This design comes from an exercise in tuning for small area on the open sky130 flow, not from production work.
Function was checked by simulation only, so behaviour that the tests miss may differ from the original.
Power is estimated from default activity; no workload was simulated.

// ultrasonic_echo_ranger_median3
module ultrasonic_echo_ranger_median3 (
    input  logic        i_clk,
    input  logic        i_rst_n,
    input  logic        i_tick_valid,
    output logic        o_tick_ready,
    input  logic        i_tick_echo,
    input  logic        i_tick_start,
    input  logic        i_cfg_valid,
    output logic        o_cfg_ready,
    input  logic [1:0]  i_cfg_index,
    input  logic [15:0] i_cfg_data,
    output logic        o_res_valid,
    input  logic        i_res_ready,
    output logic        o_res_trigger,
    output logic        o_res_busy,
    output logic        o_res_result_valid,
    output logic [15:0] o_res_median,
    output logic [15:0] o_res_distance
);
    localparam logic [1:0]  P_IDLE = 2'd0;
    localparam logic [1:0]  P_TRIG = 2'd1;
    localparam logic [1:0]  P_WAIT = 2'd2;
    localparam logic [1:0]  P_HIGH = 2'd3;
    localparam logic [18:0] DIST_SCALE = 19'd287733;
    localparam logic [15:0] SAT_MED = 16'd14927;
    logic [1:0]  r_ph, r_idx;
    logic [15:0] r_el, r_wd, r_s0, r_s1;
    logic [15:0] r_tmo;
    logic [7:0]  r_trg;
    logic [1:0]  r_q0, r_q1, r_q2, r_q3;
    logic [2:0]  r_qn;
    logic [16:0] r_acc;
    logic [4:0]  r_dc;
    logic        acc, st, texit, tmo, fin, done, last;
    logic        is_trig, is_busy, lt0, lt1, a_lt, b_lt;
    logic [1:0]  p;
    logic [15:0] w;
    logic        inc_el, inc_wd, clr_el, clr_wd;
    logic [16:0] ec, wc, ge_tmo, gt0, gt1;
    logic [15:0] es, ws;
    logic [8:0]  ge_trg;
    assign ec[0]     = inc_el;
    assign wc[0]     = inc_wd;
    assign ge_tmo[0] = 1'b1;
    assign gt0[0]    = 1'b0;
    assign gt1[0]    = 1'b0;
    assign ge_trg[0] = 1'b1;
    for (genvar i = 0; i < 16; i++) begin : g_rip
        assign es[i]       = r_el[i] ^ ec[i];
        assign ec[i+1]     = r_el[i] & ec[i];
        assign ws[i]       = r_wd[i] ^ wc[i];
        assign wc[i+1]     = r_wd[i] & wc[i];
        assign ge_tmo[i+1] = (r_el[i] & ~r_tmo[i]) | (r_el[i] & ge_tmo[i]) | (~r_tmo[i] & ge_tmo[i]);
        assign gt0[i+1]    = (r_wd[i] & ~r_s0[i]) | (r_wd[i] & gt0[i]) | (~r_s0[i] & gt0[i]);
        assign gt1[i+1]    = (r_wd[i] & ~r_s1[i]) | (r_wd[i] & gt1[i]) | (~r_s1[i] & gt1[i]);
    end
  ...
For scale: ~650 cells after synthesis, ~130 flip-flops, roughly 63 I/O pins, ~5900 sq um of cells after synthesis.
Settings: LEC_CHECK=0, CAP_MARGIN=20, CORE_MARGIN=2, CORE_UTILIZATION=40, SLEW_MARGIN=20; clock period 9.0 ns.
standard.sh (not shown) runs the stock make flow with config.mk's settings and CLKGATE_MAP_FILE= SYNTH_SCRIPT=/design/flow/synth_recipe.tcl, a recipe that flattens the netlist after the stock synthesis.
==> flow/flow/run.sh <==
#!/bin/bash
# Own layout flow: the standard ORFS flow (standard.sh) with three changes that only
# affect how the layout is made:
#  - synthesis maps the combinational logic with an area-oriented ABC script (registers are
#    the standard synthesis's, renamed to its instance names by match_regs.py);
#  - port buffers are the smallest buffer (buf_1) instead of the default choice;
#  - CTS uses clkbuf_4 and inserts no dummy clock loads.
# Each step's full output goes to a log file in this folder (and ORFS's own logs under orfs/).
set -euo pipefail
F=$(cd "$(dirname "$0")" && pwd)
R=orfs/results/sky130hd/ultrasonic_echo_ranger_median3/base
cp standard.sh standard_sh.txt.log
bash standard.sh synth > std_synth.log 2>&1
cp $R/1_2_yosys.v ref_std_synth.v
mkdir -p std_synth_logs
cp orfs/logs/sky130hd/ultrasonic_echo_ranger_median3/base/1_* std_synth_logs/ 2>/dev/null || true
rm -f $R/1_2_yosys.v $R/1_2_yosys.sdc $R/1_synth.odb $R/1_synth.sdc
# 2. the layout, from the area-mapped synthesis on
export REF_NETLIST=$PWD/ref_std_synth.v
export BUFFER_PORTS_ARGS="-buffer_cell sky130_fd_sc_hd__buf_1"
export CTS_ARGS="-sink_clustering_enable -repair_clock_nets -buf_list sky130_fd_sc_hd__clkbuf_4 -sink_clustering_size 20 -sink_clustering_max_diameter 60 -dont_use_dummy_load"
bash standard.sh SYNTH_SCRIPT="$F/synth_area.tcl" "BUFFER_PORTS_ARGS=$BUFFER_PORTS_ARGS" "CTS_ARGS=$CTS_ARGS" finish > flow_make.log 2>&1
Other scripts of this flow, unchanged in this note and not shown: flow/flow/abc_area.script, flow/flow/match_regs.py, flow/flow/synth_area.tcl
Edit:
--- a/flow/design.v
+++ b/flow/design.v
@@ -130,13 +130,13 @@
     logic [14:0] sum;
     logic [13:0] addend;
     logic [14:0] sc;
     always_comb begin
         head  = r_q0;
         hd    = head[1] && head[0];
-        dfin  = (r_dc == 5'd19);
+        dfin  = r_dc[4] && r_dc[1] && r_dc[0];   
         valid = (r_qn != 3'd0) && (!hd || dfin);
         pop   = valid && i_res_ready;
         run   = (r_qn != 3'd0) && hd && !dfin;
         wi    = r_qn[1:0] - {1'b0, pop};
         wq    = {4{acc}} & (4'd1 << wi);
     end
Hold slack hardly moves.
Clock power goes up by about 2%.
Routed wire length hardly moves.
Register-to-register slack is worse by 0.17 ns.
Flip-flop and latch count does not change.
Final cell count goes down by 0.65%.
Count of clock-buffer cells in the layout stays the same.
Final area stays flat.
Critical path depth goes up by 1.
Die area barely changes.
Power goes up by 0.44%.


Setup of the previous run:
ultrasonic_echo_ranger_median3 with an RTL version that a note above also has.
Size: roughly 770 cells after synthesis, about 130 flip-flops, about 63 I/O pins, about 5900 um^2 of cells after synthesis.
export LEC_CHECK = 0
export CAP_MARGIN = 20
export CORE_MARGIN = 2
export CORE_UTILIZATION = 40
export SLEW_MARGIN = 20
create_clock -name core_clock -period 9.0 [get_ports {i_clk}]
Scripts as last shown in full above: flow/flow/run.sh
Other scripts of this flow, unchanged in this note and not shown: flow/flow/abc_area.script, flow/flow/match_regs.py, flow/flow/synth_area.tcl
Edits applied to the flow inputs when going from the previous run to the current run:
--- a/flow/design.v
+++ b/flow/design.v
@@ -129,15 +129,15 @@
     logic       hd, dfin, valid, pop, run, cbit, sat;
     logic [14:0] sum;
     logic [13:0] addend;
     logic [14:0] sc;
     always_comb begin
         head  = r_q0;
         hd    = head[1] && head[0];
-        dfin  = r_dc[4] && r_dc[1] && r_dc[0];   
+        dfin  = (r_dc == 5'd19);
         valid = (r_qn != 3'd0) && (!hd || dfin);
         pop   = valid && i_res_ready;
         run   = (r_qn != 3'd0) && hd && !dfin;
         wi    = r_qn[1:0] - {1'b0, pop};
         wq    = {4{acc}} & (4'd1 << wi);
     end
     always_ff @(posedge i_clk) begin
## What came out
Having completed the whole flow, the current run delivered a layout that passed the timing, design-rule and antenna checks. The flow did not stop early for the previous run: all stages ran, and the layout cleared the timing, design-rule and antenna checks. Share of total power in combinational logic on the current run is up relative to the previous run. In the current run relative to the previous run, synthesized instance count had gone up slightly. The previous run and the current run ended up with roughly the same area after synthesis. Relative to the previous run, share of total power in the clock network decreased by 0.2 points in the current run. Compared with the previous run, the current run shows a lower mean number of vias per cell. Diff the previous run -> the current run | shortest period the worst path allows | increase of 0.21 ns. Placed wire-length estimate after detailed placement: the current run better than the previous run. Placement-stage worst setup slack in the current run is 0.26 ns lower than in the previous run. On area of all placed cells without fillers, the current run and the previous run are neck and neck. Compared with the previous run, in the current run wire length shrank by 0.72%, static leakage grew by about 0.4%, worst-case setup margin in the final layout shrank by 0.21 ns. There was hardly any difference in die area between the current run and the previous run. Violation count after the first detailed-route iteration was lower in the run labelled the current run.

## re-timing with driven ports
How much do the figures lean on ideal ports? The routed layouts below were timed once more, with nothing changed but the port constraints. Step 1: set_driving_cell puts a clkbuf_16 on i_clk and a buf_2 on each other input, an assumption about the parent block. Step 2 times the ports against the registers' clock, not the clock port: input delays grow and output delays shrink by t, the midpoint of the rising clock arrivals with the driver on. Three values: ideal ports, drivers, drivers and shift; two values: the first two.
run	t (ns)	setup WS [ns]	worst setup path at the end
the first run of note 1	0.518	1.496 / 1.496 / 1.496	register to register
the second run of note 1	0.533	1.331 / 1.331 / 1.331	register to register
the previous run	0.560	2.537 / 2.537 / 2.537	register to register
the current run	0.556	2.330 / 2.330 / 2.330	register to register
After both steps every run listed still meets setup and hold.
